What follows belongs to an exercise in optimizing a design on an open flow for small area, a short achievable clock period and few clock cycles per item; a production flow would make more cautious choices.
RTL that was checked went through simulation tests only; none was proved equivalent to the original.
The RTL of run 1 was laid out without a check of its function.
Power is estimated from default activity; no workload was simulated.

[flow/constraint.sdc]
create_clock -name core_clock -period 8.0 [get_ports {clock}]
set_input_delay 1.6000 -clock core_clock [delete_from_list [all_inputs] [get_ports {clock}]]
set_output_delay 1.6000 -clock core_clock [all_outputs]
set_load 0.01 [all_outputs]
[flow/run.sh]
#!/bin/bash
# synth_recipe.tcl (not shown) runs the flow's synth.tcl, then flattens the netlist and writes it again
# the make line also repeats each setting of config.mk as NAME=value (left out here)
make -C /OpenROAD-flow-scripts/flow DESIGN_CONFIG=/design/flow/config.mk WORK_HOME=/design/flow/orfs CLKGATE_MAP_FILE= SYNTH_SCRIPT=/design/flow/synth_recipe.tcl finish
[flow/config.mk]
export PLATFORM = sky130hd
export DESIGN_NAME = sorted_deadline_alarm_queue
export DESIGN_NICKNAME = sorted_deadline_alarm_queue
export VERILOG_FILES = /design/flow/design.v
export SDC_FILE = /design/flow/constraint.sdc
export NUM_CORES = 4
export LEC_CHECK = 0
export ABC_CLOCK_PERIOD_IN_PS = 3000
export CAP_MARGIN = 20
export CORE_MARGIN = 2
export CORE_UTILIZATION = 40
export SETUP_SLACK_MARGIN = 4.8
export SLEW_MARGIN = 20
[flow/design.v]
`timescale 1ns / 1ps
package sdaq_pkg;
   localparam int QUEUE_DEPTH_DEF = 16;
   localparam int TIME_WIDTH_DEF  = 32;
   localparam int ID_W      = 8;
   localparam int DUR_W     = 16;
   localparam int NOW_W     = 32;
   localparam int TPU_W     = 10;
   localparam int PROD_W    = DUR_W + TPU_W;
   localparam int CNT_OUT_W = 5;
   localparam logic [TPU_W-1:0] TPU_RESET = TPU_W'(100);
   localparam int CSR_ADDR_W = 3;
   localparam int CSR_DATA_W = 32;
   localparam logic [0:0] REG_TICKS_PER_UNIT = 1'b0;
   localparam logic OP_SLEEP = 1'b0;
   localparam logic OP_CHECK = 1'b1;
   localparam logic STATUS_OK   = 1'b0;
   localparam logic STATUS_FULL = 1'b1;
   typedef struct packed {
      logic             operation;
      logic [ID_W-1:0]  waiter_id;
      logic [DUR_W-1:0] duration;
      logic [NOW_W-1:0] now;
   } req_type;
   typedef struct packed {
      logic                 woke;
      logic [ID_W-1:0]      woken_id;
      logic                 last;
      logic                 status;
      logic [CNT_OUT_W-1:0] waiting_count;
   } rsp_type;
   typedef enum logic [3:0] {
      S_IDLE,
      S_MUL,
      S_ADD,
      S_SCAN_RD,
      S_SCAN_CMP,
      S_SHIFT_RD,
      S_SHIFT_WR,
      S_INSERT,
      S_CHK_RD,
      S_CHK_CMP,
      S_REPLY
   } state_type;
endpackage
`timescale 1ns / 1ps
module sdaq_ram #(
   parameter int WIDTH = 8,
   parameter int DEPTH = 16
) (
   input  logic                     clock,
   input  logic                     we,
   input  logic [$clog2(DEPTH)-1:0] waddr,
   input  logic [WIDTH-1:0]         wdata,
   input  logic [$clog2(DEPTH)-1:0] raddr,
   output logic [WIDTH-1:0]         rdata
);
   logic [WIDTH-1:0] mem [DEPTH];
   logic [WIDTH-1:0] rdata_ff;
   always_ff @(posedge clock) begin
      if (we) begin
         mem[waddr] <= wdata;
      end
      rdata_ff <= mem[raddr];
   end
   assign rdata = rdata_ff;
endmodule
`timescale 1ns / 1ps
import sdaq_pkg::*;
module sorted_deadline_alarm_queue #(
   parameter int QUEUE_DEPTH = QUEUE_DEPTH_DEF,
   parameter int TIME_WIDTH  = TIME_WIDTH_DEF
) (
   input  logic                  clock,
   input  logic                  reset,
   input  logic                  req_valid,
   output logic                  req_stall,
   input  sdaq_pkg::req_type     req_data,
   output logic                  rsp_valid,
   input  logic                  rsp_stall,
   output sdaq_pkg::rsp_type     rsp_data,
   input  logic                  psel,
   input  logic                  penable,
   input  logic                  pwrite,
   input  logic [CSR_ADDR_W-1:0] paddr,
   input  logic [CSR_DATA_W-1:0] pwdata,
   output logic [CSR_DATA_W-1:0] prdata,
   output logic                  pready
);
   localparam int N     = QUEUE_DEPTH;
   localparam int TW    = TIME_WIDTH;
   localparam int CNT_W = $clog2(QUEUE_DEPTH + 1);
   localparam int REQ_W = 1 + ID_W + DUR_W + NOW_W;
   localparam int RSP_W = 1 + ID_W + 1 + 1 + CNT_OUT_W;
   localparam int CW = 1 << $clog2(TW);
   function automatic logic time_after(input logic [TW-1:0] a,
                                       input logic [TW-1:0] b);
      logic [CW-1:0] g, p;
      g = '0;
      p = '1;
      for (int i = 0; i < TW - 1; i++) begin
         g[i] = a[i] & ~b[i];
         p[i] = a[i] | ~b[i];
      end
      for (int w = CW / 2; w >= 1; w = w / 2) begin
         for (int j = 0; j < w; j++) begin
            g[j] = g[2*j+1] | (p[2*j+1] & g[2*j]);
            p[j] = p[2*j+1] & p[2*j];
         end
      end
      time_after = (a[TW-1] == b[TW-1]) ? g[0] : !(g[0] | p[0]);
   endfunction
   logic [TPU_W-1:0] tpu_ff;
   logic [TPU_W-1:0] prdata_ff;
   logic             pready_ff;
   logic             apb_access;
   assign apb_access = psel && penable;
   assign pready     = pready_ff;
   assign prdata     = CSR_DATA_W'(prdata_ff);
   always_ff @(posedge clock) begin
      if (reset) begin
         tpu_ff    <= TPU_RESET;
         pready_ff <= 1'b0;
      end else begin
         pready_ff <= apb_access && !pready_ff;
         if (apb_access && pready_ff && pwrite &&
             (paddr[CSR_ADDR_W-1:2] == REG_TICKS_PER_UNIT)) begin
            tpu_ff <= pwdata[TPU_W-1:0];
         end
      end
      prdata_ff <= (paddr[CSR_ADDR_W-1:2] == REG_TICKS_PER_UNIT) ? tpu_ff : '0;
   end
   logic             adv;           
   logic             s1_v, sk_v;
   logic [REQ_W-1:0] s1_d, sk_d;
   logic             accept;
   logic [REQ_W-1:0] req_in;
   assign req_in    = {req_data.operation, req_data.waiter_id,
                       (req_data.operation == OP_SLEEP) ? req_data.duration : DUR_W'(0),
                       req_data.now};
   assign req_stall = sk_v;
   assign accept    = req_valid && !sk_v;
   always_ff @(posedge clock) begin
      if (reset) begin
         s1_v <= 1'b0;
         sk_v <= 1'b0;
      end else if (adv) begin
         s1_v <= sk_v || accept;
         sk_v <= 1'b0;
      end else if (accept) begin
         s1_v <= 1'b1;
         sk_v <= s1_v;
      end
   end
   always_ff @(posedge clock) begin
      if (adv || !s1_v) begin
         s1_d <= sk_v ? sk_d : req_in;
      end
      if (!sk_v) begin
         sk_d <= req_in;
      end
   end
   logic             s1_op;
   logic [ID_W-1:0]  s1_id;
   logic [DUR_W-1:0] s1_dur;
   logic [NOW_W-1:0] s1_now;
   assign {s1_op, s1_id, s1_dur, s1_now} = s1_d;
   function automatic logic [2*TW-1:0] csa(input logic [TW-1:0] a,
                                           input logic [TW-1:0] b,
                                           input logic [TW-1:0] c);
      logic [TW-1:0] cy;
      cy  = (a & b) | (a & c) | (b & c);
      csa = {cy[TW-2:0], 1'b0, a ^ b ^ c};
   endfunction
   function automatic logic [TW-1:0] add_fast(input logic [TW-1:0] a,
                                              input logic [TW-1:0] b);
      logic [TW-1:0] g, p, hp;
      g  = a & b;
      p  = a | b;
      hp = a ^ b;
      for (int l = 0; (1 << l) < TW; l++) begin
         for (int i = 0; i < TW; i++) begin
            if (((i >> l) & 1) == 1) begin
               g[i] = g[i] | (p[i] & g[((i >> l) << l) - 1]);
               p[i] = p[i] & p[((i >> l) << l) - 1];
            end
         end
      end
      add_fast = hp ^ {g[TW-2:0], 1'b0};
   endfunction
   logic [TW-1:0]     pp [TPU_W];
   logic [2*TW-1:0]   t0, t1, t2, u0, u1, v0, v1, w0, x0;
   always_comb begin
      for (int k = 0; k < TPU_W; k++) begin
         pp[k] = tpu_ff[k] ? (TW'(s1_dur) << k) : '0;
      end
      t0 = csa(pp[0], pp[1], pp[2]);
      t1 = csa(pp[3], pp[4], pp[5]);
      t2 = csa(pp[6], pp[7], pp[8]);
      u0 = csa(t0[TW-1:0], t0[2*TW-1:TW], t1[TW-1:0]);
      u1 = csa(t1[2*TW-1:TW], t2[TW-1:0], t2[2*TW-1:TW]);
      v0 = csa(u0[TW-1:0], u0[2*TW-1:TW], u1[TW-1:0]);
      v1 = csa(u1[2*TW-1:TW], pp[9], TW'(s1_now));
      w0 = csa(v0[TW-1:0], v0[2*TW-1:TW], v1[TW-1:0]);
   end
   logic              s2_v;
   logic              s2_op;
   logic [ID_W-1:0]   s2_id;
   logic [3*TW-1:0]   s2_rows;
   logic              s3_v;
   logic              s3_op;
   logic [ID_W-1:0]   s3_id;
   logic [TW-1:0]     s3_key;
   always_ff @(posedge clock) begin
      if (reset) begin
         s2_v <= 1'b0;
         s3_v <= 1'b0;
      end else if (adv) begin
         s2_v <= s1_v;
         s3_v <= s2_v;
      end
   end
   always_ff @(posedge clock) begin
      if (adv) begin
         s2_op  <= s1_op;
         s2_id  <= s1_id;
         s2_rows <= {v1[2*TW-1:TW], w0};
         s3_op  <= s2_op;
         s3_id  <= s2_id;
         s3_key <= add_fast(x0[TW-1:0], x0[2*TW-1:TW]);
      end
   end
   assign x0 = csa(s2_rows[TW-1:0], s2_rows[2*TW-1:TW], s2_rows[3*TW-1:2*TW]);
   localparam int ENT_W = TW + ID_W;
   logic [ENT_W-1:0] ent [N];
   logic [TW-1:0]    e_dl [N];
   logic [ID_W-1:0]  e_id [N];
   logic [CNT_W-1:0] count_ff;
   logic             s4_v;
   logic             s4_op;
   logic [ID_W-1:0]  s4_id;
   logic [TW-1:0]    s4_key;
   logic [N-1:0]     s4_lat;      
   logic [N-1:0] v;               
   logic [N-1:0] raw_lat;         
   logic         new_lat;         
   logic [N-1:0] nxt_lat;         
   logic [N-1:0] at_or_after;     
   logic [N-1:0] sel_hold, sel_left, sel_right, sel_new;
   logic         full, due0, due1;
   logic         out_ready, fire, do_ins, do_pop, s4_done;
   logic [RSP_W-1:0] res;
   always_comb begin
      for (int i = 0; i < N; i++) begin
         raw_lat[i] = time_after(e_dl[i], s3_key);
      end
      new_lat = time_after(s4_key, s3_key);
      at_or_after[0] = !v[0] || s4_lat[0];
      for (int i = 1; i < N; i++) begin
         at_or_after[i] = at_or_after[i-1] || !v[i] || s4_lat[i];
      end
   end
   assign full    = v[N-1];
   assign due0    = v[0] && !s4_lat[0];
   assign due1    = v[1] && !s4_lat[1];
   assign fire    = s4_v && out_ready;
   assign do_ins  = fire && (s4_op == OP_SLEEP) && !full;
   assign do_pop  = fire && (s4_op == OP_CHECK) && due0;
   assign s4_done = !((s4_op == OP_CHECK) && due0 && due1);
   assign adv     = !s4_v || (out_ready && s4_done);
   always_comb begin
      for (int i = 0; i < N; i++) begin
         sel_left[i]  = (i > 0) && do_ins && at_or_after[(i > 0) ? i - 1 : 0];
         sel_new[i]   = do_ins && at_or_after[i] &&
                        !((i > 0) && at_or_after[(i > 0) ? i - 1 : 0]);
         sel_right[i] = (i < N - 1) && do_pop;    
         sel_hold[i]  = !do_pop && !(do_ins && at_or_after[i]);
      end
   end
   always_comb begin
      for (int i = 0; i < N; i++) begin
         nxt_lat[i] = (sel_hold[i] && raw_lat[i])
                    || (sel_left[i] && raw_lat[(i > 0) ? i - 1 : 0])
                    || (sel_right[i] && raw_lat[(i < N - 1) ? i + 1 : i])
                    || (sel_new[i] && new_lat);
      end
   end
   always_ff @(posedge clock) begin
      if (reset) begin
         s4_v <= 1'b0;
      end else if (adv) begin
         s4_v <= s3_v;
      end
   end
   always_ff @(posedge clock) begin
      if (adv) begin
         s4_op  <= s3_op;
         s4_id  <= s3_id;
         s4_key <= s3_key;
         s4_lat <= nxt_lat;
      end else if (do_pop) begin
         s4_lat <= {1'b0, s4_lat[N-1:1]};
      end
   end
   always_comb begin
      if (s4_op == OP_SLEEP) begin
         res = {1'b0, ID_W'(0), 1'b1, full, CNT_OUT_W'(count_ff + CNT_W'(!full))};
      end else if (due0) begin
         res = {1'b1, e_id[0], !due1, STATUS_OK, CNT_OUT_W'(count_ff - 1'b1)};
      end else begin
         res = {1'b0, ID_W'(0), 1'b1, STATUS_OK, CNT_OUT_W'(count_ff)};
      end
   end
   always_ff @(posedge clock) begin
      if (reset) begin
         count_ff <= '0;
         v        <= '0;
      end else if (do_ins) begin
         count_ff <= count_ff + 1'b1;
         v        <= {v[N-2:0], 1'b1};
      end else if (do_pop) begin
         count_ff <= count_ff - 1'b1;
         v        <= {1'b0, v[N-1:1]};
      end
   end
   for (genvar i = 0; i < N; i++) begin : g_ent
      logic [ENT_W-1:0] left_ent, right_ent;
      assign left_ent  = (i > 0) ? ent[(i > 0) ? i - 1 : 0] : '0;
      assign right_ent = (i < N - 1) ? ent[(i < N - 1) ? i + 1 : i] : '0;
      always_ff @(posedge clock) begin
         ent[i] <= ({ENT_W{sel_hold[i]}}  & ent[i])
                 | ({ENT_W{sel_left[i]}}  & left_ent)
                 | ({ENT_W{sel_right[i]}} & right_ent)
                 | ({ENT_W{sel_new[i]}}   & {s4_key, s4_id});
      end
      assign e_dl[i] = ent[i][ENT_W-1:ID_W];
      assign e_id[i] = ent[i][ID_W-1:0];
   end
   logic             r_v, k_v;
   logic [RSP_W-1:0] r_d, k_d;
   logic             take;
   assign out_ready = !k_v;
   assign take      = r_v && !rsp_stall;
   assign rsp_valid = r_v;
   assign rsp_data  = r_d;
   always_ff @(posedge clock) begin
      if (reset) begin
         r_v <= 1'b0;
         k_v <= 1'b0;
      end else if (k_v) begin
         if (take) begin
            k_v <= 1'b0;
         end
      end else if (fire) begin
         r_v <= 1'b1;
         k_v <= r_v && !take;
      end else if (take) begin
         r_v <= 1'b0;
      end
   end
   always_ff @(posedge clock) begin
      if (k_v) begin
         if (take) begin
            r_d <= k_d;
         end
      end else if (!r_v || take) begin
         r_d <= res;
      end
      if (!k_v) begin
         k_d <= res;
      end
   end
endmodule
==> metrics.md, run 1 <==
| Metric | Value |
|---|---|
| Final worst-path cycle share | `0.435` |
| TNS Setup | `0 ns` |
| Fin area | `64,500 um2` |
| Max Cap Violations | `0` |
| Achievable clock frequency | `288 MHz` |
| CP Depth | `10` |
| Most frequent cell after synthesis | `nand2_1` |
| Mapped Area | `55,200 um2` |
| CTS Buffer Depth | `3` |
| Hold Violations, Final | `0` |
| Die Footprint | `141,000 um2` |
| Run status | `finished clean` |
| Count of final setup violators | `0` |
| Vias in the first global route | `46,800` |
| Die height | `375 um` |
| Io pins | `150` |
| Worst-Margin Slew | `1.15 ns` |
| CP bufs+invs | `1` |
| Number of buffers created by CTS | `110` |
| GP Congestion | `0.910` |
| PD cells | `242 nW/um2` |
| Detail Placement HPWL | `127 mm` |
| Crit Path Class | `reg2reg` |
| Largest area contributor in the netlist | `dfxtp_1` |
| Synth area leaders | `dfxtp_1 (27%), edfxtp_1 (15%), nand2_1 (7.1%)` |
| Total number of vias | `49,100` |
| GRT Util Overall | `0.262` |
| Setup crit start kind | `flip-flop` |
| Crit path arrival time | `3.93 ns` |
| Initial Utilization | `0.402` |
| Synth cell count leaders | `nand2_1 (1,039), dfxtp_1 (746), clkbuf_1 (381)` |
| Cell family with most CP delay | `simple AND/OR/NAND/NOR gates` |
| Worst hold stages | `0` |
| Layout area overhead | `16.9%` |
| Root buffer cell | `clkbuf_16` |
| Die W | `375 um` |
| Cell variety after synth | `98` |
| Register area share after synthesis | `0.417` |
| Fin. max-slew vios | `0` |
| Clk_skew | `0.0298 ns` |
| Async SR Flop Fraction | `0` |
| Clk Latency, worst-skew pair | `0.75 ns` |
| Relative slew slack | `0.232` |
| Number of synthesized flops with an enable pin | `270` |
| Slowest stage delay, CP | `0.54 ns` |
| CTS tree | `yes` |
| Worst reg2reg path depth | `10` |
| RSZ-0062 raised after global routing | `yes` |
| Worst EP required | `8.45 ns` |
| Overall Power | `15.6 mW` |
| Core ar. | `137,000 um2` |
| First-pass GRT wire length | `289 mm` |
| Syn Area/Cell | `9.25 um2` |
| DR WL/cell | `24.6 um` |
| Filler instances | `12,800` |
| Clock-pin slew on the worst setup and hold paths | `0.06 ns` |
| Synth Register Bits | `1,016` |
| CP Cell Sequence | `buf_12, nor2b_4, or4_4, or3_4, nor4_4, a211o_1, or3_1, o211ai_1, a222oi_1, a31oi_1` |
| Ys flop type | `dfxtp_1` |
| Proportion of layout cells with a drive suffix above 1 | `0.129` |
| Fin nets | `6,302` |
| CP Max Fanout | `3` |
| Max IR drop VDD | `0.181 mV` |
| Num Clock Sinks | `1,016` |
| CP endpoint kind | `flip-flop` |
| Share of the synthesized area in the top cell type | `0.271` |
| Final design utilization | `0.470` |
| Slowest CP cell | `or4_4` |
| Hold crit path type | `reg2reg` |
| Post-DP Area | `57,800 um2` |
| Antenna viol nets, final | `0` |
| Leakage | `25.7 nW` |
| Grt total ovfl | `0` |
| Initial DRC Count | `6,939` |
| Initial antenna violation count | `6` |
| Final wirelength | `194 mm` |
| Row cnt | `136` |
| Hold buffers post-CTS | `0` |
| Number of detailed-route iterations in the first pass | `10` |
| Pin count of the biggest net entering global routing | `182` |
| Ys Warns | `5` |
| Htree depth | `3` |
| Drc violations | `0` |
| Vias/cell | `6.24` |
| Port bufs | `103` |
| Mapped Cells | `5,967` |
| Tmin final | `3.48 ns` |
==> metal layers <==
metal | vias up | part of all wire | GRT usage
met5 | - | 0.00021 | 0
met4 | 6 | 0.043 | 0.104
li1 | 22100 | - | -
met1 | 23900 | 0.41 | 0.352
met3 | 455 | 0.10 | 0.0533
met2 | 2618 | 0.45 | 0.411
==> layout by cell type, fill, tap and decap left out, drive strengths merged, types with 18 or more instances in the layout <==
| cell | count |
|---|---|
| clkinv | 33 |
| o2111ai | 32 |
| nand2b | 178 |
| o22ai | 99 |
| o211ai | 59 |
| and2 | 162 |
| inv | 367 |
| a22oi | 235 |
| nor3 | 46 |
| mux2 | 55 |
| conb | 22 |
| a2111oi | 19 |
| o221ai | 49 |
| nand2 | 1039 |
| fa | 139 |
| nor2b | 164 |
| a31oi | 35 |
| o21ai | 107 |
| o311ai | 27 |
| clkbuf | 183 |
| maj3 | 113 |
| nand3 | 155 |
| nor4 | 18 |
| a221o | 157 |
| ha | 83 |
| a22o | 135 |
| xor2 | 22 |
| xnor2 | 28 |
| clkdlybuf4s50 | 73 |
| dlygate4sd2 | 29 |
| buf | 277 |
| and3 | 26 |
| a222oi | 331 |
| edfxtp | 270 |
| a21oi | 110 |
| dfxtp | 746 |
| nor2 | 152 |
| a221oi | 22 |
| a211oi | 28 |
==> report_power, final <==
group	switching (mW)	internal [mW]	total, mW	leakage, nW
Sequential	0.428	5.77	6.20	9.06
Combinational	2.68	1.57	4.24	14.9
Clock	2.22	2.98	5.20	1.80
==> state kept, by name, summed over array words and instances (netlist names), 16 cells and up <==
| signal | flops |
|---|---|
| s3_key | 32 |
| s4_lat | 16 |
| k_d | 16 |
| s2_rows | 74 |
| r_d | 16 |
| s1_d | 57 |
| ent | 640 |
| sk_d | 57 |
| v | 16 |
| s4_key | 32 |
==> final cells by class <==
class / instances / area, um2 / share of cell area
timing repair buffer: 390 / 3860 / 0.0599
antenna: 1 / 2.50 / 0.0000388
inverter: 380 / 1560 / 0.0241
tap: 1794 / 2240 / 0.0348
clock inverter: 31 / 292 / 0.00452
clock buffer: 176 / 3380 / 0.0523
sequential: 1016 / 23100 / 0.357
multi-input combinational: 4079 / 30100 / 0.466
timing repair inverter: 4 / 31.3 / 0.000485
==> timing repair <==
item | CTS | global route
pin swaps | 45 | 76
setup endpoints to repair | 796 | 716
gates cloned | 10 | 7
setup buffers | 86 | 62
resized for setup | 279 | 127
==> through the flow <==
| stage | setup WS (ns) | cells | hold WS, ns |
|---|---|---|---|
| after floorplan | 4.80 | 5988 | 0.400 |
| after global placement | 3.38 | 7498 | 0.401 |
| after detailed placement | 3.28 | 7498 | 0.405 |
| after CTS | 4.58 | 7801 | 0.412 |
| after global routing | 4.50 | 7870 | 0.422 |
| final | 4.52 | 7871 | 0.406 |
==> cell families after synthesis <==
kind of cell / count (synthesis) / share of synthesized area
AND/OR/NAND/NOR: 2030 / 0.174
AO/OA/AOI/OAI: 1568 / 0.233
flip-flops: 1016 / 0.417
buffers and inverters: 899 / 0.0641
adder cells (fa/ha/maj): 335 / 0.0901
multiplexers: 68 / 0.0136
XOR/XNOR: 50 / 0.00793
other: 1 / 0.0000679
==> path summary, 6_finish.rpt <==
path,to,startpoint,slack [ns]
max,s4_lat[10],s3_key[14],4.52
min,s3_id[4],s2_id[4],0.41
max reg2reg,s4_lat[10],s3_key[14],4.52
min reg2reg,s3_id[4],s2_id[4],0.41
==> run 2, diff against run 1 <==
--- a/flow/design.v
+++ b/flow/design.v
@@ -131,33 +131,23 @@
       prdata_ff <= (paddr[CSR_ADDR_W-1:2] == REG_TICKS_PER_UNIT) ? tpu_ff : '0;
    end
    logic             adv;           
-   logic             s1_v, sk_v;
-   logic [REQ_W-1:0] s1_d, sk_d;
-   logic             accept;
+   logic             up;            
+   logic             s1_v;
+   logic [REQ_W-1:0] s1_d;
    logic [REQ_W-1:0] req_in;
    assign req_in    = {req_data.operation, req_data.waiter_id,
                        (req_data.operation == OP_SLEEP) ? req_data.duration : DUR_W'(0),
                        req_data.now};
-   assign req_stall = sk_v;
-   assign accept    = req_valid && !sk_v;
    always_ff @(posedge clock) begin
       if (reset) begin
          s1_v <= 1'b0;
-         sk_v <= 1'b0;
-      end else if (adv) begin
-         s1_v <= sk_v || accept;
-         sk_v <= 1'b0;
-      end else if (accept) begin
-         s1_v <= 1'b1;
-         sk_v <= s1_v;
+      end else if (up) begin
+         s1_v <= req_valid;
       end
    end
    always_ff @(posedge clock) begin
-      if (adv || !s1_v) begin
-         s1_d <= sk_v ? sk_d : req_in;
-      end
-      if (!sk_v) begin
-         sk_d <= req_in;
+      if (up) begin
+         s1_d <= req_in;
       end
    end
    logic             s1_op;
@@ -207,30 +197,49 @@
    logic              s2_op;
    logic [ID_W-1:0]   s2_id;
    logic [3*TW-1:0]   s2_rows;
-   logic              s3_v;
-   logic              s3_op;
-   logic [ID_W-1:0]   s3_id;
-   logic [TW-1:0]     s3_key;
+   logic              s3_v, sk_v;
+   logic              s3_op, sk_op;
+   logic [ID_W-1:0]   s3_id, sk_id;
+   logic [TW-1:0]     s3_key, sk_key;
+   logic [TW-1:0]     s2_key;
+   logic              s3_take;        
+   assign x0        = csa(s2_rows[TW-1:0], s2_rows[2*TW-1:TW], s2_rows[3*TW-1:2*TW]);
+   assign s2_key    = add_fast(x0[TW-1:0], x0[2*TW-1:TW]);
+   assign up        = !sk_v;
+   assign req_stall = sk_v;
+   assign s3_take   = adv || !s3_v;
    always_ff @(posedge clock) begin
       if (reset) begin
          s2_v <= 1'b0;
          s3_v <= 1'b0;
-      end else if (adv) begin
-         s2_v <= s1_v;
-         s3_v <= s2_v;
+         sk_v <= 1'b0;
+      end else begin
+         if (up) begin
+            s2_v <= s1_v;
+         end
+         if (s3_take) begin
+            s3_v <= sk_v || (up && s2_v);
+            sk_v <= 1'b0;
+         end else if (up && s2_v) begin
+            sk_v <= 1'b1;
+         end
       end
    end
    always_ff @(posedge clock) begin
-      if (adv) begin
-         s2_op  <= s1_op;
-         s2_id  <= s1_id;
+      if (up) begin
+         s2_op   <= s1_op;
+         s2_id   <= s1_id;
          s2_rows <= {v1[2*TW-1:TW], w0};
-         s3_op  <= s2_op;
-         s3_id  <= s2_id;
-         s3_key <= add_fast(x0[TW-1:0], x0[2*TW-1:TW]);
+         sk_op   <= s2_op;
+         sk_id   <= s2_id;
+         sk_key  <= s2_key;
+      end
+      if (s3_take) begin
+         s3_op  <= sk_v ? sk_op : s2_op;
+         s3_id  <= sk_v ? sk_id : s2_id;
+         s3_key <= sk_v ? sk_key : s2_key;
       end
    end
-   assign x0 = csa(s2_rows[TW-1:0], s2_rows[2*TW-1:TW], s2_rows[3*TW-1:2*TW]);
    localparam int ENT_W = TW + ID_W;
    logic [ENT_W-1:0] ent [N];
    logic [TW-1:0]    e_dl [N];
==> metrics.md, run 2 <==
| Metric | Value |
|---|---|
| Async SR Flop Fraction | `0 (unchanged)` |
| Switching pwr | `5.65 mW (was 5.32 mW)` |
| Worst reg2reg path depth | `16 (was 10)` |
| Combinational power share | `0.283 (was 0.271)` |
| Most used cell, CP | `ha_1` |
| Slowest stage delay, CP | `0.36 ns (was 0.54 ns)` |
| CP Cell Sequence | `ha_1, ha_1, inv_1, fa_2, o21bai_4, a21oi_2, o211ai_1, a311oi_2, o31ai_4, buf_12, a21oi_4, a211oi_4, buf_6, nand3_2, xnor2_1, mux2_4 (was buf_12, nor2b_4, or4_4, or3_4, nor4_4, a211o_1, or3_1, o211ai_1, a222oi_1, a31oi_1)` |
| Port bufs | `103 (unchanged)` |
| Pin count of the biggest net entering global routing | `135 (was 182)` |
| Final worst-path cycle share | `0.436 (was 0.435)` |
| Worst-Margin Slew | `1.18 ns (was 1.15 ns)` |
| Internal cell power | `10.6 mW (was 10.3 mW)` |
| Hold crit path type | `reg2reg (unchanged)` |
| Ys flop type | `dfxtp_1 (unchanged)` |
| Relative slew slack | `0.215 (was 0.232)` |
| Initial Utilization | `0.404 (was 0.402)` |
| Max reg flops | `640 (unchanged)` |
| Number of buffers created by CTS | `110 (unchanged)` |
| Initial DRC Count | `8,778 (was 6,939)` |
| Cell variety after synth | `109 (was 98)` |
| Inst Count DP | `7,481 (was 7,498)` |
| TNS Setup | `0 ns (unchanged)` |
| Most frequent cell after synthesis | `nand2_1 (unchanged)` |
| Mapped Area | `54,800 um2 (was 55,200 um2)` |
| Register area share after synthesis | `0.415 (was 0.417)` |
| Ys Warns | `5 (unchanged)` |
| CTS tree | `yes (unchanged)` |
| Count of final setup violators | `0 (unchanged)` |
| Dpl ws | `3.38 ns (was 3.28 ns)` |
| Hold Violations, Final | `0 (unchanged)` |
| Post-synthesis adder-cell area fraction | `0.0940 (was 0.0901)` |
| Biggest regs | `ent x640, s2_rows x74, s1_d x57 (was ent x640, s2_rows x74)` |
| Max IR drop VDD | `0.183 mV (was 0.181 mV)` |
| Fin. max-slew vios | `0 (unchanged)` |
| GP Congestion | `0.958 (was 0.910)` |
| Run status | `finished clean (unchanged)` |
| Overall Power | `16.2 mW (was 15.6 mW)` |
| Setup crit start kind | `flip-flop (unchanged)` |
| Fin nets | `6,421 (was 6,302)` |
| Achievable clock frequency | `287 MHz (was 288 MHz)` |
| Drc violations | `0 (unchanged)` |
| Commonest non-fill, non-tap cells in the layout | `nand2_1 (897), dfxtp_1 (718), inv_1 (374) (was nand2_1 (1,035), dfxtp_1 (735), inv_1 (354))` |
| Slowest CP cell | `edfxtp_1 (was or4_4)` |
| Crit Path Class | `reg2reg (unchanged)` |
| Switch share | `0.349 (was 0.340)` |
| Syn Area/Cell | `9.17 um2 (was 9.25 um2)` |
| Layout Cells excl Fill | `7,975 (was 7,871)` |
| CP endpoint kind | `flip-flop (unchanged)` |
| Compound-Gate Fraction of Synth Area | `0.237 (was 0.233)` |
| Synth area leaders | `dfxtp_1 (27%), edfxtp_1 (15%), a222oi_1 (6.7%) (was dfxtp_1 (27%), edfxtp_1 (15%), nand2_1 (7.1%))` |
| CP Max Fanout | `4 (was 3)` |
| Die Footprint | `140,000 um2 (was 141,000 um2)` |
| Register with the most flip-flops | `ent (unchanged)` |
| Most common cell after layout, fill and taps aside | `nand2_1 (unchanged)` |
| CTS Buffer Depth | `3 (unchanged)` |
| Detail Placement HPWL | `134 mm (was 127 mm)` |
| Vias/cell | `6.48 (was 6.24)` |
| RSZ-0062 raised after global routing | `yes (unchanged)` |
| Largest area contributor in the netlist | `dfxtp_1 (unchanged)` |
| Row cnt | `135 (was 136)` |
| Clock share of power | `0.331 (was 0.333)` |
| Num Clock Sinks | `1,000 (was 1,016)` |
| Share of the synthesized area in the top cell type | `0.267 (was 0.271)` |
| Final wirelength | `216 mm (was 194 mm)` |
| Initial antenna violation count | `6 (unchanged)` |
| Clk_skew | `0.0289 ns (was 0.0298 ns)` |
| Layout area overhead | `20.6% (was 16.9%)` |
| Io pins | `150 (unchanged)` |
| Leakage | `25.7 nW (about the same)` |
| Core ar. | `136,000 um2 (was 137,000 um2)` |
| Area of the multi-input gates | `30,600 um2 (was 30,100 um2)` |
| Vias in the first global route | `48,200 (was 46,800)` |
| First-pass GRT wire length | `312 mm (was 289 mm)` |
| Die height | `374 um (was 375 um)` |
| Tmin final | `3.49 ns (was 3.48 ns)` |
| GRT Util Overall | `0.289 (was 0.262)` |
| Die W | `374 um (was 375 um)` |
| Mapped Cells | `5,973 (was 5,967)` |
| Synth cell count leaders | `nand2_1 (910), dfxtp_1 (730), inv_1 (395) (was nand2_1 (1,039), dfxtp_1 (746), clkbuf_1 (381))` |
| Reg power frac | `0.386 (was 0.396)` |
| Grt total ovfl | `0 (unchanged)` |
| DR WL/cell | `27.0 um (was 24.6 um)` |
| Total number of vias | `51,700 (was 49,100)` |
| Post-synthesis mux area share | `0.0130 (was 0.0136)` |
| Synth Register Bits | `1,000 (was 1,016)` |
| Proportion of layout cells with a drive suffix above 1 | `0.162 (was 0.129)` |
| Final WS setup | `4.51 ns (was 4.52 ns)` |
| PD cells | `245 nW/um2 (was 242 nW/um2)` |
| Worst EP required | `8.49 ns (was 8.45 ns)` |
| Max Cap Violations | `0 (unchanged)` |
| Number of detailed-route iterations in the first pass | `13 (was 10)` |
| Antenna viol nets, final | `0 (unchanged)` |
| Simple-gate share of the synthesized area | `0.166 (was 0.174)` |
| Largest family of logic cells by synthesized area | `compound AO/OA/AOI/OAI gates (unchanged)` |
| Crit path arrival time | `3.98 ns (was 3.93 ns)` |
| Clk Latency, worst-skew pair | `0.75 ns (about the same)` |
| Clock-pin slew on the worst setup and hold paths | `0.06 ns (about the same)` |
| Root buffer cell | `clkbuf_16 (unchanged)` |
| Post-Synth XOR/XNOR Area | `0.00784 (was 0.00793)` |
| Filler instances | `12,500 (was 12,800)` |
| Htree depth | `3 (unchanged)` |
| Number of synthesized flops with an enable pin | `270 (unchanged)` |
| Worst hold stages | `0 (unchanged)` |
| Storage element area | `22,700 um2 (was 23,100 um2)` |
[run 2: per-stage QoR]
step	area (um2)	utilization	hold slack, ns
final	66100	0.487	0.416
after floorplan	54900	-	0.400
after global routing	66100	0.487	0.424
after global placement	57200	0.421	0.402
after CTS	64000	0.472	0.419
after detailed placement	57200	0.422	0.405
[run 2: timing repair]
item,in CTS,in global routing
endpoints found under the setup margin,731,360
hold buffers,0,0
cloned,14,10
buffers inserted,173,91
pin swaps,111,154
gates resized for setup,364,261
[run 2: worst max-delay path, delay by kind of cell, from the launching register on]
family / cells / cell delay (ns)
adder cells (fa/ha/maj): 3 / 0.78
AO/OA/AOI/OAI: 7 / 1.27
flip-flops: 1 / 0.36
multiplexers: 1 / 0.26
AND/OR/NAND/NOR: 1 / 0.08
XOR/XNOR: 1 / 0.13
buffers and inverters: 3 / 0.36
[run 2: kinds of logic (layout without fill, tap and decap cells)]
logic type | Yosys count | after routing
xor gates and xnor gates | 49 | 49
muxes | 67 | 67
and+or+nand+nor | 1936 | 1941
adders and majority gates | 352 | 352
AOI/OAI and AO/OA | 1647 | 1647
other | 1 | 23
buffers and inverters | 921 | 1115
DFF | 1000 | 1000
[run 2: power groups by stage]
stage | Clock, mW | Sequential [mW] | Combinational, mW
6_report | 5.36 | 6.26 | 4.59
2_1_floorplan | 0 | 6.07 | 2.23
4_1_cts | 5.39 | 6.24 | 4.04
3_3_place_gp | 0 | 6.47 | 3.02
3_5_place_dp | 0 | 6.48 | 3.06
5_1_grt | 5.59 | 6.30 | 4.81
[run 2: final cells by class]
type / instances / area share
Inverter: 415 / 0.0263
Clock buffer: 157 / 0.0479
Antenna cell: 1 / 0.0000379
Sequential cell: 1000 / 0.344
Multi-Input combinational cell: 4078 / 0.463
Tap cell: 1781 / 0.0337
Timing Repair inverter: 6 / 0.000682
Timing Repair Buffer: 489 / 0.0754
Clock inverter: 48 / 0.00901
[run 2: per-layer routing]
metal	wire length [um]	global-route usage	up-vias
li1	-	-	22400
met1	84000	0.382	25200
met2	92500	0.436	3359
met3	25600	0.0692	727
met4	13500	0.156	6
met5	35	0	-
[run 2: final timing paths]
kind,start,endpoint,slack [ns]
hold reg to reg,s3_id[0],s4_id[0],0.42
setup / recovery,s2_rows[2],s3_key[30],4.51
setup reg to reg,s2_rows[2],s3_key[30],4.51
hold / removal,s3_id[0],s4_id[0],0.42
Testbench counts of run 2, summed over its fixed seeds: cycles 12,863, items 9,600.
==> run 3, diff against run 2 <==
--- a/flow/design.v
+++ b/flow/design.v
@@ -111,12 +111,12 @@
       time_after = (a[TW-1] == b[TW-1]) ? g[0] : !(g[0] | p[0]);
    endfunction
    logic [TPU_W-1:0] tpu_ff;
-   logic [TPU_W-1:0] prdata_ff;
+   logic             rd_tpu_ff;     
    logic             pready_ff;
    logic             apb_access;
    assign apb_access = psel && penable;
    assign pready     = pready_ff;
-   assign prdata     = CSR_DATA_W'(prdata_ff);
+   assign prdata     = CSR_DATA_W'(rd_tpu_ff ? tpu_ff : '0);
    always_ff @(posedge clock) begin
       if (reset) begin
          tpu_ff    <= TPU_RESET;
@@ -128,7 +128,7 @@
             tpu_ff <= pwdata[TPU_W-1:0];
          end
       end
-      prdata_ff <= (paddr[CSR_ADDR_W-1:2] == REG_TICKS_PER_UNIT) ? tpu_ff : '0;
+      rd_tpu_ff <= (paddr[CSR_ADDR_W-1:2] == REG_TICKS_PER_UNIT);
    end
    logic             adv;           
    logic             up;            
@@ -201,6 +201,7 @@
    logic              s3_op, sk_op;
    logic [ID_W-1:0]   s3_id, sk_id;
    logic [TW-1:0]     s3_key, sk_key;
+   logic [TW-1:0]     s3_nkey;        
    logic [TW-1:0]     s2_key;
    logic              s3_take;        
    assign x0        = csa(s2_rows[TW-1:0], s2_rows[2*TW-1:TW], s2_rows[3*TW-1:2*TW]);
@@ -237,7 +238,8 @@
       if (s3_take) begin
          s3_op  <= sk_v ? sk_op : s2_op;
          s3_id  <= sk_v ? sk_id : s2_id;
-         s3_key <= sk_v ? sk_key : s2_key;
+         s3_key  <= sk_v ? sk_key : s2_key;
+         s3_nkey <= ~(sk_v ? sk_key : s2_key);
       end
    end
    localparam int ENT_W = TW + ID_W;
@@ -261,9 +263,10 @@
    logic [RSP_W-1:0] res;
    always_comb begin
       for (int i = 0; i < N; i++) begin
-         raw_lat[i] = time_after(e_dl[i], s3_key);
+         raw_lat[i] = (i < N / 2) ? time_after(e_dl[i], s3_key)
+                                   : time_after(e_dl[i], ~s3_nkey);
       end
-      new_lat = time_after(s4_key, s3_key);
+      new_lat = time_after(s4_key, ~s3_nkey);
       at_or_after[0] = !v[0] || s4_lat[0];
       for (int i = 1; i < N; i++) begin
          at_or_after[i] = at_or_after[i-1] || !v[i] || s4_lat[i];
@@ -345,38 +348,21 @@
       assign e_dl[i] = ent[i][ENT_W-1:ID_W];
       assign e_id[i] = ent[i][ID_W-1:0];
    end
-   logic             r_v, k_v;
-   logic [RSP_W-1:0] r_d, k_d;
-   logic             take;
-   assign out_ready = !k_v;
-   assign take      = r_v && !rsp_stall;
+   logic             r_v;
+   logic [RSP_W-1:0] r_d;
+   assign out_ready = !r_v || !rsp_stall;
    assign rsp_valid = r_v;
    assign rsp_data  = r_d;
    always_ff @(posedge clock) begin
       if (reset) begin
          r_v <= 1'b0;
-         k_v <= 1'b0;
-      end else if (k_v) begin
-         if (take) begin
-            k_v <= 1'b0;
-         end
-      end else if (fire) begin
-         r_v <= 1'b1;
-         k_v <= r_v && !take;
-      end else if (take) begin
-         r_v <= 1'b0;
+      end else if (out_ready) begin
+         r_v <= fire;
       end
    end
    always_ff @(posedge clock) begin
-      if (k_v) begin
-         if (take) begin
-            r_d <= k_d;
-         end
-      end else if (!r_v || take) begin
+      if (out_ready) begin
          r_d <= res;
       end
-      if (!k_v) begin
-         k_d <= res;
-      end
    end
 endmodule
--- a/flow/config.mk
+++ b/flow/config.mk
@@ -5,7 +5,6 @@
 export SDC_FILE = /design/flow/constraint.sdc
 export NUM_CORES = 4
 export LEC_CHECK = 0
-export ABC_CLOCK_PERIOD_IN_PS = 3000
 export CAP_MARGIN = 20
 export CORE_MARGIN = 2
 export CORE_UTILIZATION = 40
==> metrics.md, run 3 <==
| Metric | Value |
|---|---|
| Number of synthesized flops with an enable pin | `286 (was 270)` |
| Largest family of logic cells by synthesized area | `compound AO/OA/AOI/OAI gates (unchanged)` |
| CP bufs+invs | `1 (was 3)` |
| Mapped Cells | `5,892 (was 5,973)` |
| Combinational power share | `0.260 (was 0.283)` |
| Cell variety after synth | `85 (was 109)` |
| Worst-Margin Slew | `1.01 ns (was 1.18 ns)` |
| Setup crit start kind | `flip-flop (unchanged)` |
| Synth cell count leaders | `nand2_1 (1,036), dfxtp_1 (720), a222oi_1 (466) (was nand2_1 (910), dfxtp_1 (730), inv_1 (395))` |
| Initial antenna violation count | `4 (was 6)` |
| Port bufs | `103 (unchanged)` |
| Largest area contributor in the netlist | `dfxtp_1 (unchanged)` |
| CP endpoint kind | `flip-flop (unchanged)` |
| Clk Latency, worst-skew pair | `0.74 ns (was 0.75 ns)` |
| Worst EP required | `8.48 ns (was 8.49 ns)` |
| Initial DRC Count | `7,474 (was 8,778)` |
| Hold_sp | `s1_d[29] (was s3_id[0])` |
| Fin. max-slew vios | `0 (unchanged)` |
| Commonest non-fill, non-tap cells in the layout | `nand2_1 (1,027), dfxtp_1 (706), a222oi_1 (466) (was nand2_1 (897), dfxtp_1 (718), inv_1 (374))` |
| Drc violations | `0 (unchanged)` |
| Worst reg2reg path depth | `13 (was 16)` |
| CP Cell Sequence | `fa_1, ha_1, nor2b_1, o21bai_1, a21oi_1, a311oi_4, nand2_2, buf_6, a311oi_4, o21ba_4, o21bai_1, xor2_1, mux2i_2 (was ha_1, ha_1, inv_1, fa_2, o21bai_4, a21oi_2, o211ai_1, a311oi_2, o31ai_4, buf_12, a21oi_4, a211oi_4, buf_6, nand3_2, xnor2_1, mux2_4)` |
| Worst hold endpoint | `s2_rows[29] (was s4_id[0])` |
| Vias in the first global route | `46,800 (was 48,200)` |
| Crit path arrival time | `4.02 ns (was 3.98 ns)` |
| Internal cell power | `10.6 mW (about the same)` |
| Core ar. | `134,000 um2 (was 136,000 um2)` |
| Post-synthesis adder-cell area fraction | `0.0852 (was 0.0940)` |
| Inst Count DP | `7,370 (was 7,481)` |
| Proportion of layout cells with a drive suffix above 1 | `0.160 (was 0.162)` |
| Pin count of the biggest net entering global routing | `78 (was 135)` |
| Grt total ovfl | `0 (unchanged)` |
| Crit Path Class | `reg2reg (unchanged)` |
| Fin nets | `6,385 (was 6,421)` |
| Run status | `finished clean (unchanged)` |
| Ys flop type | `dfxtp_1 (unchanged)` |
| Clk_skew | `0.0305 ns (was 0.0289 ns)` |
| Layout Cells excl Fill | `7,928 (was 7,975)` |
| Async SR Flop Fraction | `0 (unchanged)` |
| Biggest regs | `ent x640, s2_rows x74, s1_d x57 (unchanged)` |
| Compound-Gate Fraction of Synth Area | `0.244 (was 0.237)` |
| Slowest CP cell | `fa_1 (was edfxtp_1)` |
| Post-synthesis mux area share | `0.00832 (was 0.0130)` |
| Post-Synth XOR/XNOR Area | `0.00795 (was 0.00784)` |
| GP Congestion | `0.906 (was 0.958)` |
| Switch share | `0.335 (was 0.349)` |
| Hold Violations, Final | `0 (unchanged)` |
| Max reg flops | `640 (unchanged)` |
| Hold buffers post-CTS | `0 (unchanged)` |
| Switching pwr | `5.35 mW (was 5.65 mW)` |
| Final wirelength | `187 mm (was 216 mm)` |
| Count of final setup violators | `0 (unchanged)` |
| DR WL/cell | `23.6 um (was 27.0 um)` |
| Register area share after synthesis | `0.426 (was 0.415)` |
| Most frequent cell after synthesis | `nand2_1 (unchanged)` |
| TNS Setup | `0 ns (unchanged)` |
| Leakage | `26.7 nW (was 25.7 nW)` |
| Ys Warns | `5 (unchanged)` |
| FF-to-FF setup slack | `4.46 ns (was 4.51 ns)` |
| Vias/cell | `6.22 (was 6.48)` |
| Hold crit path type | `reg2reg (unchanged)` |
| Htree depth | `3 (unchanged)` |
| Root buffer cell | `clkbuf_16 (unchanged)` |
| Tmin final | `3.54 ns (was 3.49 ns)` |
| Hold Slack | `0.414 ns (was 0.416 ns)` |
| Simple-gate share of the synthesized area | `0.165 (was 0.166)` |
| Slowest stage delay, CP | `0.51 ns (was 0.36 ns)` |
| Initial Utilization | `0.404 (about the same)` |
| Total number of vias | `49,300 (was 51,700)` |
| Die W | `371 um (was 374 um)` |
| Cell family with most CP delay | `compound AO/OA/AOI/OAI gates (unchanged)` |
| CTS Buffer Depth | `3 (unchanged)` |
| Most common cell after layout, fill and taps aside | `nand2_1 (unchanged)` |
| Register with the most flip-flops | `ent (unchanged)` |
| Reg-to-Reg Start | `s2_rows[73] (was s2_rows[2])` |
| GRT Util Overall | `0.258 (was 0.289)` |
| Die Footprint | `138,000 um2 (was 140,000 um2)` |
| Syn Area/Cell | `9.17 um2 (about the same)` |
| RSZ-0062 raised after global routing | `yes (unchanged)` |
| Mapped Area | `54,000 um2 (was 54,800 um2)` |
| Detail Placement HPWL | `119 mm (was 134 mm)` |
| CP Max Fanout | `4 (unchanged)` |
| Max IR drop VDD | `0.208 mV (was 0.183 mV)` |
| Max Cap Violations | `0 (unchanged)` |
| CTS tree | `yes (unchanged)` |
| Clock-pin slew on the worst setup and hold paths | `0.06 ns (about the same)` |
| Relative slew slack | `0.324 (was 0.215)` |
| Reg2Reg Capture Point | `s3_nkey[23] (was s3_key[30])` |
| Worst hold stages | `0 (unchanged)` |
| Antenna viol nets, final | `0 (unchanged)` |
| Row cnt | `134 (was 135)` |
| Layout area overhead | `21.2% (was 20.6%)` |
| Die height | `371 um (was 374 um)` |
| Achievable clock frequency | `282 MHz (was 287 MHz)` |
| Share of the synthesized area in the top cell type | `0.267 (about the same)` |
| Number of detailed-route iterations in the first pass | `12 (was 13)` |
| Synth Register Bits | `1,006 (was 1,000)` |
| Number of buffers created by CTS | `110 (unchanged)` |
| Io pins | `150 (unchanged)` |
| First-pass GRT wire length | `280 mm (was 312 mm)` |
| Diodes inserted | `0 (was 1)` |
| Num Clock Sinks | `1,006 (was 1,000)` |
| Final worst-path cycle share | `0.443 (was 0.436)` |
| PD cells | `244 nW/um2 (was 245 nW/um2)` |
| Reg power frac | `0.396 (was 0.386)` |
| Clock share of power | `0.343 (was 0.331)` |
| Synth area leaders | `dfxtp_1 (27%), edfxtp_1 (16%), a222oi_1 (8.6%) (was dfxtp_1 (27%), edfxtp_1 (15%), a222oi_1 (6.7%))` |
==> run 3: what timing repair did <==
action	CTS	global route
endpoints found under the setup margin	881	510
pin swaps	95	119
cloned	23	8
buffers inserted	230	89
resized for setup	337	202
==> run 3: worst register-to-register path: cells and delay by family (launching register included) <==
kind	cells	cell delay [ns]
DFF	1	0.39
AOI/OAI and AO/OA	6	1.15
and+or+nand+nor	2	0.30
muxes	1	0.40
adders and majority gates	2	0.72
buffers and inverters	1	0.17
xor gates and xnor gates	1	0.17
==> run 3: area by class of cell <==
class / count / area, um2
Clock buffer: 151 / 3110
Clock inverter: 57 / 744
Fill cell: 12300 / 68300
Inverter: 389 / 1570
Multi-Input combinational cell: 4017 / 29400
Sequential cell: 1006 / 23000
Tap cell: 1768 / 2210
Timing Repair Buffer: 539 / 5370
Timing Repair inverter: 1 / 7.51
==> run 3: how the worst max path moves through the flow <==
stage	slack (ns)	cells after the start	end	start
4_1_cts	4.42	16	s3_nkey[17]	s2_rows[34]
3_5_place_dp	2.89	10	s4_lat[13]	rsp_stall
2_1_floorplan	4.67	8	s4_lat[9]	rsp_stall
3_3_place_gp	2.79	9	s4_lat[12]	rsp_stall
6_report	4.46	13	s3_nkey[23]	s2_rows[73]
5_1_grt	4.33	16	s3_nkey[31]	s2_rows[2]
==> run 3: per-stage QoR <==
step	instance area [um2]	utilization	setup slack (ns)	total power [mW]
detailed placement	56400	0.422	2.89	9.40
global route	65500	0.489	4.33	16.5
CTS	63800	0.477	4.42	15.6
floorplan	54400	-	4.67	8.35
finish	65500	0.489	4.46	15.9
global placement	56400	0.422	2.79	9.32
==> run 3: metal layers <==
| layer | GRT usage | wire length, um | vias up |
|---|---|---|---|
| met4 | 0.145 | 11200 | 0 |
| met1 | 0.336 | 74700 | 24000 |
| met3 | 0.0360 | 15300 | 421 |
| met5 | 0 | 0 | - |
| met2 | 0.410 | 85600 | 2452 |
| li1 | - | - | 22400 |
==> run 3: power by group through the flow <==
| stage | Clock [mW] | Sequential (mW) | Combinational [mW] |
|---|---|---|---|
| floorplan | 0 | 6.17 | 2.19 |
| global placement | 0 | 6.82 | 2.50 |
| detailed placement | 0 | 6.84 | 2.56 |
| CTS | 5.54 | 6.30 | 3.71 |
| global route | 5.74 | 6.37 | 4.44 |
| finish | 5.47 | 6.32 | 4.15 |
==> run 3: kinds of logic (layout without fill, tap and decap cells) <==
kind of cell | count (synthesis) | in the layout
multiplexers | 42 | 42
buffers and inverters | 899 | 1137
XOR/XNOR | 49 | 49
other | 1 | 22
AO/OA/AOI/OAI | 1634 | 1634
adder cells (fa/ha/maj) | 300 | 300
AND/OR/NAND/NOR | 1961 | 1970
flip-flops | 1006 | 1006
Testbench counts of run 3, summed over its fixed seeds: cycles 12,863, items 9,600.
==> run 4, diff against run 3 <==
--- a/flow/design.v
+++ b/flow/design.v
@@ -131,23 +131,33 @@
       rd_tpu_ff <= (paddr[CSR_ADDR_W-1:2] == REG_TICKS_PER_UNIT);
    end
    logic             adv;           
-   logic             up;            
-   logic             s1_v;
-   logic [REQ_W-1:0] s1_d;
+   logic             s1_v, sk_v;
+   logic [REQ_W-1:0] s1_d, sk_d;
+   logic             accept;
    logic [REQ_W-1:0] req_in;
    assign req_in    = {req_data.operation, req_data.waiter_id,
                        (req_data.operation == OP_SLEEP) ? req_data.duration : DUR_W'(0),
                        req_data.now};
+   assign req_stall = sk_v;
+   assign accept    = req_valid && !sk_v;
    always_ff @(posedge clock) begin
       if (reset) begin
          s1_v <= 1'b0;
-      end else if (up) begin
-         s1_v <= req_valid;
+         sk_v <= 1'b0;
+      end else if (adv) begin
+         s1_v <= sk_v || accept;
+         sk_v <= 1'b0;
+      end else if (accept) begin
+         s1_v <= 1'b1;
+         sk_v <= s1_v;
       end
    end
    always_ff @(posedge clock) begin
-      if (up) begin
-         s1_d <= req_in;
+      if (adv || !s1_v) begin
+         s1_d <= sk_v ? sk_d : req_in;
+      end
+      if (!sk_v) begin
+         sk_d <= req_in;
       end
    end
    logic             s1_op;
@@ -197,49 +207,32 @@
    logic              s2_op;
    logic [ID_W-1:0]   s2_id;
    logic [3*TW-1:0]   s2_rows;
-   logic              s3_v, sk_v;
-   logic              s3_op, sk_op;
-   logic [ID_W-1:0]   s3_id, sk_id;
-   logic [TW-1:0]     s3_key, sk_key;
+   logic              s3_v;
+   logic              s3_op;
+   logic [ID_W-1:0]   s3_id;
+   logic [TW-1:0]     s3_key;
    logic [TW-1:0]     s3_nkey;        
    logic [TW-1:0]     s2_key;
-   logic              s3_take;        
-   assign x0        = csa(s2_rows[TW-1:0], s2_rows[2*TW-1:TW], s2_rows[3*TW-1:2*TW]);
-   assign s2_key    = add_fast(x0[TW-1:0], x0[2*TW-1:TW]);
-   assign up        = !sk_v;
-   assign req_stall = sk_v;
-   assign s3_take   = adv || !s3_v;
+   assign x0     = csa(s2_rows[TW-1:0], s2_rows[2*TW-1:TW], s2_rows[3*TW-1:2*TW]);
+   assign s2_key = add_fast(x0[TW-1:0], x0[2*TW-1:TW]);
    always_ff @(posedge clock) begin
       if (reset) begin
          s2_v <= 1'b0;
          s3_v <= 1'b0;
-         sk_v <= 1'b0;
-      end else begin
-         if (up) begin
-            s2_v <= s1_v;
-         end
-         if (s3_take) begin
-            s3_v <= sk_v || (up && s2_v);
-            sk_v <= 1'b0;
-         end else if (up && s2_v) begin
-            sk_v <= 1'b1;
-         end
+      end else if (adv) begin
+         s2_v <= s1_v;
+         s3_v <= s2_v;
       end
    end
    always_ff @(posedge clock) begin
-      if (up) begin
+      if (adv) begin
          s2_op   <= s1_op;
          s2_id   <= s1_id;
          s2_rows <= {v1[2*TW-1:TW], w0};
-         sk_op   <= s2_op;
-         sk_id   <= s2_id;
-         sk_key  <= s2_key;
-      end
-      if (s3_take) begin
-         s3_op  <= sk_v ? sk_op : s2_op;
-         s3_id  <= sk_v ? sk_id : s2_id;
-         s3_key  <= sk_v ? sk_key : s2_key;
-         s3_nkey <= ~(sk_v ? sk_key : s2_key);
+         s3_op   <= s2_op;
+         s3_id   <= s2_id;
+         s3_key  <= s2_key;
+         s3_nkey <= ~s2_key;
       end
    end
    localparam int ENT_W = TW + ID_W;
==> metrics.md, run 4 <==
| Metric | Value |
|---|---|
| Met2 WL | `83.0 mm (was 85.6 mm)` |
| Clock-pin slew on the worst setup and hold paths | `0.06 ns (about the same)` |
| Count of final setup violators | `0 (unchanged)` |
| Fin. max-slew vios | `0 (unchanged)` |
| CTS Buffer Depth | `3 (unchanged)` |
| Inst Count DP | `7,320 (was 7,370)` |
| Most common cell after layout, fill and taps aside | `nand2_1 (unchanged)` |
| Cell variety after synth | `107 (was 85)` |
| Crit Path Class | `reg2reg (unchanged)` |
| CTS tree | `yes (unchanged)` |
| Leakage | `25.6 nW (was 26.7 nW)` |
| Detail Placement HPWL | `119 mm (about the same)` |
| TNS Setup | `0 ns (unchanged)` |
| Hold Slack | `0.415 ns (was 0.414 ns)` |
| Hold Violations, Final | `0 (unchanged)` |
| Core ar. | `137,000 um2 (was 134,000 um2)` |
| Syn Area/Cell | `9.50 um2 (was 9.17 um2)` |
| Clk_skew | `0.0268 ns (was 0.0305 ns)` |
| Number of synthesized flops with an enable pin | `286 (unchanged)` |
| Row cnt | `136 (was 134)` |
| Grt total ovfl | `0 (unchanged)` |
| Initial antenna violation count | `2 (was 4)` |
| Die W | `376 um (was 371 um)` |
| Num Clock Sinks | `1,022 (was 1,006)` |
| Max Cap Violations | `0 (unchanged)` |
| Port bufs | `103 (unchanged)` |
| Fin nets | `6,223 (was 6,385)` |
| Dpl ws | `2.70 ns (was 2.89 ns)` |
| Register area share after synthesis | `0.422 (was 0.426)` |
| RSZ-0062 raised after global routing | `yes (unchanged)` |
| Initial Utilization | `0.403 (was 0.404)` |
| Vias/cell | `6.27 (was 6.22)` |
| WL met3 | `15.3 mm (about the same)` |
| Async SR Flop Fraction | `0 (unchanged)` |
| Crit path arrival time | `3.93 ns (was 4.02 ns)` |
| Largest area contributor in the netlist | `dfxtp_1 (unchanged)` |
| Vias in the first global route | `46,400 (was 46,800)` |
| Synth Register Bits | `1,022 (was 1,006)` |
| Worst EP required | `8.53 ns (was 8.48 ns)` |
| CP endpoint kind | `flip-flop (unchanged)` |
| Drc violations | `0 (unchanged)` |
| Die Footprint | `141,000 um2 (was 138,000 um2)` |
| Proportion of layout cells with a drive suffix above 1 | `0.140 (was 0.160)` |
| Final wirelength | `183 mm (was 187 mm)` |
| GRT Util Overall | `0.248 (was 0.258)` |
| Clk Latency, worst-skew pair | `0.74 ns (about the same)` |
| Max IR drop VDD | `0.180 mV (was 0.208 mV)` |
| Ys flop type | `dfxtp_1 (unchanged)` |
| Antenna viol nets, final | `0 (unchanged)` |
| Hold crit path type | `reg2reg (unchanged)` |
| Synth cell count leaders | `nand2_1 (802), dfxtp_1 (736), clkbuf_1 (399) (was nand2_1 (1,036), dfxtp_1 (720), a222oi_1 (466))` |
| Mapped Cells | `5,826 (was 5,892)` |
| Max reg flops | `640 (unchanged)` |
| Final design utilization | `0.476 (was 0.489)` |
| Relative slew slack | `0.295 (was 0.324)` |
| Most frequent cell after synthesis | `nand2_1 (unchanged)` |
| Die height | `376 um (was 371 um)` |
| First-pass GRT wire length | `278 mm (was 280 mm)` |
| Share of the synthesized area in the top cell type | `0.266 (was 0.267)` |
| Worst-Margin Slew | `1.05 ns (was 1.01 ns)` |
| DR WL/cell | `23.5 um (was 23.6 um)` |
| Ys Warns | `5 (unchanged)` |
| Number of buffers created by CTS | `113 (was 110)` |
| Diodes inserted | `0 (unchanged)` |
| Area of the multi-input gates | `29,800 um2 (was 29,400 um2)` |
| Filler instances | `12,500 (was 12,300)` |
| Achievable clock frequency | `294 MHz (was 282 MHz)` |
| Storage element area | `23,400 um2 (was 23,000 um2)` |
| Layout area overhead | `18.2% (was 21.2%)` |
| Root buffer cell | `clkbuf_16 (unchanged)` |
| Tmin final | `3.40 ns (was 3.54 ns)` |
| Number of detailed-route iterations in the first pass | `13 (was 12)` |
| CP Max Fanout | `5 (was 4)` |
| Hold buffers post-CTS | `0 (unchanged)` |
| GP Congestion | `0.931 (was 0.906)` |
| Io pins | `150 (unchanged)` |
| Setup crit start kind | `flip-flop (unchanged)` |
| Final WS setup | `4.60 ns (was 4.46 ns)` |
| Synth area leaders | `dfxtp_1 (27%), edfxtp_1 (16%), a221o_1 (5.5%) (was dfxtp_1 (27%), edfxtp_1 (16%), a222oi_1 (8.6%))` |
| Mapped Area | `55,300 um2 (was 54,000 um2)` |
| Biggest regs | `ent x640, s2_rows x74 (was ent x640, s2_rows x74, s1_d x57)` |
| M1 wire length | `76.5 mm (was 74.7 mm)` |
| Run status | `finished clean (unchanged)` |
| Htree depth | `3 (unchanged)` |
| Final worst-path cycle share | `0.425 (was 0.443)` |
| Layout Cells excl Fill | `7,796 (was 7,928)` |
| Register with the most flip-flops | `ent (unchanged)` |
| Uppermost layer routed | `met5 (was met4)` |
| Total number of vias | `48,900 (was 49,300)` |
| Commonest non-fill, non-tap cells in the layout | `nand2_1 (799), dfxtp_1 (723), a221o_1 (302) (was nand2_1 (1,027), dfxtp_1 (706), a222oi_1 (466))` |
| Pin count of the biggest net entering global routing | `147 (was 78)` |
| FF-to-FF setup slack | `4.60 ns (was 4.46 ns)` |
| Initial DRC Count | `5,749 (was 7,474)` |
| PD cells | `236 nW/um2 (was 244 nW/um2)` |
==> run 4: area by class of cell <==
class                      count  area share
sequential                  1022       0.357
clock inverter                72      0.0141
inverter                     336      0.0206
multi-input combinational   3970       0.455
clock buffer                 143      0.0474
tap                         1794      0.0343
timing repair inverter         1    0.000172
timing repair buffer         458      0.0711
==> run 4: repair_timing <==
| item | in CTS | in global routing |
|---|---|---|
| cloned | 22 | 2 |
| pin swaps | 41 | 70 |
| gates resized for setup | 207 | 129 |
| setup endpoints to repair | 887 | 337 |
| setup buffers | 148 | 89 |
==> run 4: metal layers <==
layer | global-route usage | vias up
li1 | - | 22200
met3 | 0.0356 | 416
met1 | 0.335 | 23800
met4 | 0.115 | 4
met5 | 0 | -
met2 | 0.392 | 2386
==> run 4: final timing paths <==
kind               from           to  cells after the start
max          s2_rows[2]  s3_nkey[21]                     15
min               s3_op        s4_op                      0
max reg2reg  s2_rows[2]  s3_nkey[21]                     15
min reg2reg       s3_op        s4_op                      0
==> run 4: cells by family (layout without fill, tap and decap cells) <==
kind of cell	Yosys count	after routing	share of synthesized area
AO/OA/AOI/OAI	1806	1806	0.266
buffers and inverters	860	1010	0.0617
multiplexers	98	98	0.0187
XOR/XNOR	55	55	0.00871
AND/OR/NAND/NOR	1703	1708	0.144
flip-flops	1022	1022	0.422
adder cells (fa/ha/maj)	281	281	0.0798
other	1	22	0.0000678
==> run 4: critical path, stage by stage, from the launching register on <==
cell and delay, ns:
edfxtp_1 0.38, ha_1 0.29, ha_2 0.17, inv_2 0.05
fa_2 0.22, o21bai_4 0.08, a21oi_2 0.16, o211ai_1 0.11
buf_4 0.16, nand3_2 0.08, o211ai_1 0.09, buf_4 0.18
o21ba_2 0.21, o41a_1 0.43, a21oi_2 0.25, xor2_2 0.33
==> run 4: report_power, final <==
part | internal [mW] | switching [mW]
Combinational | 1.32 | 2.39
Clock | 3.34 | 2.30
Sequential | 5.74 | 0.366
Total | 10.4 | 5.05
==> run 4: stage by stage <==
stage | total power, mW | instance area, um2
2_1_floorplan | 8.09 | 55600
3_3_place_gp | 9.03 | 57600
3_5_place_dp | 9.11 | 57700
4_1_cts | 15.1 | 64200
5_1_grt | 16.0 | 65400
6_report | 15.5 | 65400
Testbench counts of run 4, summed over its fixed seeds: cycles 12,863, items 9,600.
==> run 5, diff against run 4 <==
--- a/flow/config.mk
+++ b/flow/config.mk
@@ -7,6 +7,7 @@
 export LEC_CHECK = 0
 export CAP_MARGIN = 20
 export CORE_MARGIN = 2
-export CORE_UTILIZATION = 40
+export CORE_UTILIZATION = 50
+export CTS_BUF_LIST = sky130_fd_sc_hd__clkbuf_4 sky130_fd_sc_hd__clkbuf_8
 export SETUP_SLACK_MARGIN = 4.8
 export SLEW_MARGIN = 20
==> metrics.md, run 5 <==
| Metric | Value |
|---|---|
| Run status | `finished clean (unchanged)` |
| TNS Setup | `0 ns (unchanged)` |
| Biggest regs | `ent x640, s2_rows x74 (unchanged)` |
| Core ar. | `110,000 um2 (was 137,000 um2)` |
| Reg power frac | `0.407 (was 0.395)` |
| First-pass GRT wire length | `272 mm (was 278 mm)` |
| Leakage | `25.5 nW (was 25.6 nW)` |
| Switch share | `0.335 (was 0.327)` |
| Port bufs | `103 (unchanged)` |
| Area of the multi-input gates | `29,900 um2 (was 29,800 um2)` |
| Vias/cell | `6.41 (was 6.27)` |
| CP Max Fanout | `5 (unchanged)` |
| Most used cell, CP | `inv_1` |
| CP bufs+invs | `3 (unchanged)` |
| Relative slew slack | `0.279 (was 0.295)` |
| Hold Violations, Final | `0 (unchanged)` |
| Register area share after synthesis | `0.422 (unchanged)` |
| Slowest CP cell | `fa_1 (was o41a_1)` |
| Die Footprint | `113,000 um2 (was 141,000 um2)` |
| Mapped Area | `55,300 um2 (unchanged)` |
| Final design utilization | `0.588 (was 0.476)` |
| Combinational power share | `0.246 (was 0.240)` |
| Cell family with most CP delay | `compound AO/OA/AOI/OAI gates (unchanged)` |
| Ys flop type | `dfxtp_1 (unchanged)` |
| Internal cell power | `10.0 mW (was 10.4 mW)` |
| Crit Path Class | `reg2reg (unchanged)` |
| CP Cell Sequence | `fa_1, inv_1, ha_1, inv_1, a21oi_1, nor4_4, nand3_2, o211ai_1, buf_4, o21ba_4, o41a_1, a21oi_2, xor2_2 (was ha_1, ha_2, inv_2, fa_2, o21bai_4, a21oi_2, o211ai_1, buf_4, nand3_2, o211ai_1, buf_4, o21ba_2, o41a_1, a21oi_2, xor2_2)` |
| Hold crit path type | `reg2reg (unchanged)` |
| Setup crit start kind | `flip-flop (unchanged)` |
| Cell variety after synth | `107 (unchanged)` |
| Overall Power | `15.1 mW (was 15.5 mW)` |
| Io pins | `150 (unchanged)` |
| Post-Synth XOR/XNOR Area | `0.00871 (unchanged)` |
| Number of synthesized flops with an enable pin | `286 (unchanged)` |
| Hold Slack | `0.414 ns (was 0.415 ns)` |
| Proportion of layout cells with a drive suffix above 1 | `0.159 (was 0.140)` |
| DR WL/cell | `23.7 um (was 23.5 um)` |
| Synth area leaders | `dfxtp_1 (27%), edfxtp_1 (16%), a221o_1 (5.5%) (unchanged)` |
| CTS Buffer Depth | `3 (unchanged)` |
| Number of buffers created by CTS | `180 (was 113)` |
| Row cnt | `122 (was 136)` |
| Die height | `337 um (was 376 um)` |
| Share of the synthesized area in the top cell type | `0.266 (unchanged)` |
| Worst-Margin Slew | `1.08 ns (was 1.05 ns)` |
| Initial Utilization | `0.502 (was 0.403)` |
| Ys Warns | `5 (unchanged)` |
| Detail Placement HPWL | `118 mm (was 119 mm)` |
| Num Clock Sinks | `1,022 (unchanged)` |
| Post-synthesis adder-cell area fraction | `0.0798 (unchanged)` |
| GRT Util Overall | `0.306 (was 0.248)` |
| Clock-pin slew on the worst setup and hold paths | `0.06 ns (about the same)` |
| Max reg flops | `640 (unchanged)` |
| Clk Latency, worst-skew pair | `0.90 ns (was 0.74 ns)` |
| Simple-gate share of the synthesized area | `0.144 (unchanged)` |
| Register with the most flip-flops | `ent (unchanged)` |
| Slowest stage delay, CP | `0.55 ns (was 0.43 ns)` |
| Number of detailed-route iterations in the first pass | `10 (was 13)` |
| Total number of vias | `48,800 (was 48,900)` |
| Final worst-path cycle share | `0.422 (was 0.425)` |
| Filler instances | `9,515 (was 12,500)` |
| Htree depth | `4 (was 3)` |
| Die W | `337 um (was 376 um)` |
| Largest area contributor in the netlist | `dfxtp_1 (unchanged)` |
| Initial DRC Count | `6,301 (was 5,749)` |
| Max Cap Violations | `0 (unchanged)` |
| Largest family of logic cells by synthesized area | `compound AO/OA/AOI/OAI gates (unchanged)` |
| RSZ-0062 raised after global routing | `yes (unchanged)` |
| Fin nets | `6,290 (was 6,223)` |
| Clock share of power | `0.347 (was 0.365)` |
| Async SR Flop Fraction | `0 (unchanged)` |
| PD cells | `233 nW/um2 (was 236 nW/um2)` |
run 5: cell counts after synthesis:
No cell type changed its count.
run 5: worst reg2reg max path, stage by stage, from the launching register on:
cell and delay [ns]:
edfxtp_1 0.39, fa_1 0.55, inv_1 0.09, ha_1 0.14
inv_1 0.04, a21oi_1 0.30, nor4_4 0.09, nand3_2 0.10
o211ai_1 0.08, buf_4 0.17, o21ba_4 0.20, o41a_1 0.42
a21oi_2 0.26, xor2_2 0.33
run 5: cell type report:
class                      instances  area share
tap                             1488      0.0287
inverter                         336      0.0209
timing repair buffer             461      0.0677
antenna                            3    0.000116
sequential                      1022       0.361
multi-input combinational       3968       0.462
clock buffer                     268      0.0511
clock inverter                    63     0.00902
run 5: per-layer routing:
layer | up-vias | part of all wire | GRT usage
met3 | 357 | 0.079 | 0.0465
met2 | 2188 | 0.45 | 0.472
li1 | 22400 | - | -
met4 | 0 | 0.043 | 0.129
met5 | - | 0 | 0
met1 | 23900 | 0.43 | 0.427
run 5: logic make-up after synthesis:
kind of cell    count (synthesis)
flops                        1022
buf+inv                       860
mux                            98
simple gates                 1703
other cells                     1
fa+ha+maj                     281
compound gates               1806
xor+xnor                       55
run 5: final timing paths:
kind	from	end	slack, ns	cells after the start
min reg2reg	s2_id[4]	s3_id[4]	0.41	0
min	s2_id[4]	s3_id[4]	0.41	0
max	s2_rows[8]	s3_nkey[23]	4.63	13
max reg2reg	s2_rows[8]	s3_nkey[23]	4.63	13
run 5: what timing repair did:
action | 4_1_cts | 5_1_grt
pin swaps | 38 | 83
cloned | 7 | 5
resized for setup | 245 | 158
hold buffers | 0 | 0
setup buffers | 129 | 119
setup endpoints to repair | 829 | 453
run 5: power by group through the flow:
stage | logic, mW | registers (mW) | clock network (mW)
6_report | 3.71 | 6.14 | 5.22
5_1_grt | 3.95 | 6.17 | 5.54
4_1_cts | 3.15 | 6.21 | 5.29
3_5_place_dp | 2.59 | 6.50 | 0
3_3_place_gp | 2.53 | 6.48 | 0
2_1_floorplan | 2.05 | 6.04 | 0
run 5: per-stage QoR:
stage          instance area [um2]  worst slack (ns)
6_report                     64800              4.63
3_5_place_dp                 57300              2.61
4_1_cts                      63100              4.55
3_3_place_gp                 57300              2.60
5_1_grt                      64800              4.46
2_1_floorplan                55600              4.75

Re-timed with assumed drivers on the ports (clkbuf_16 on the clock, buf_2 on other inputs), run 5 has 4.628 ns of setup slack against 4.628 ns with ideal ports, and 3.889 ns once port delays also move by the mid clock arrival of 0.961 ns.
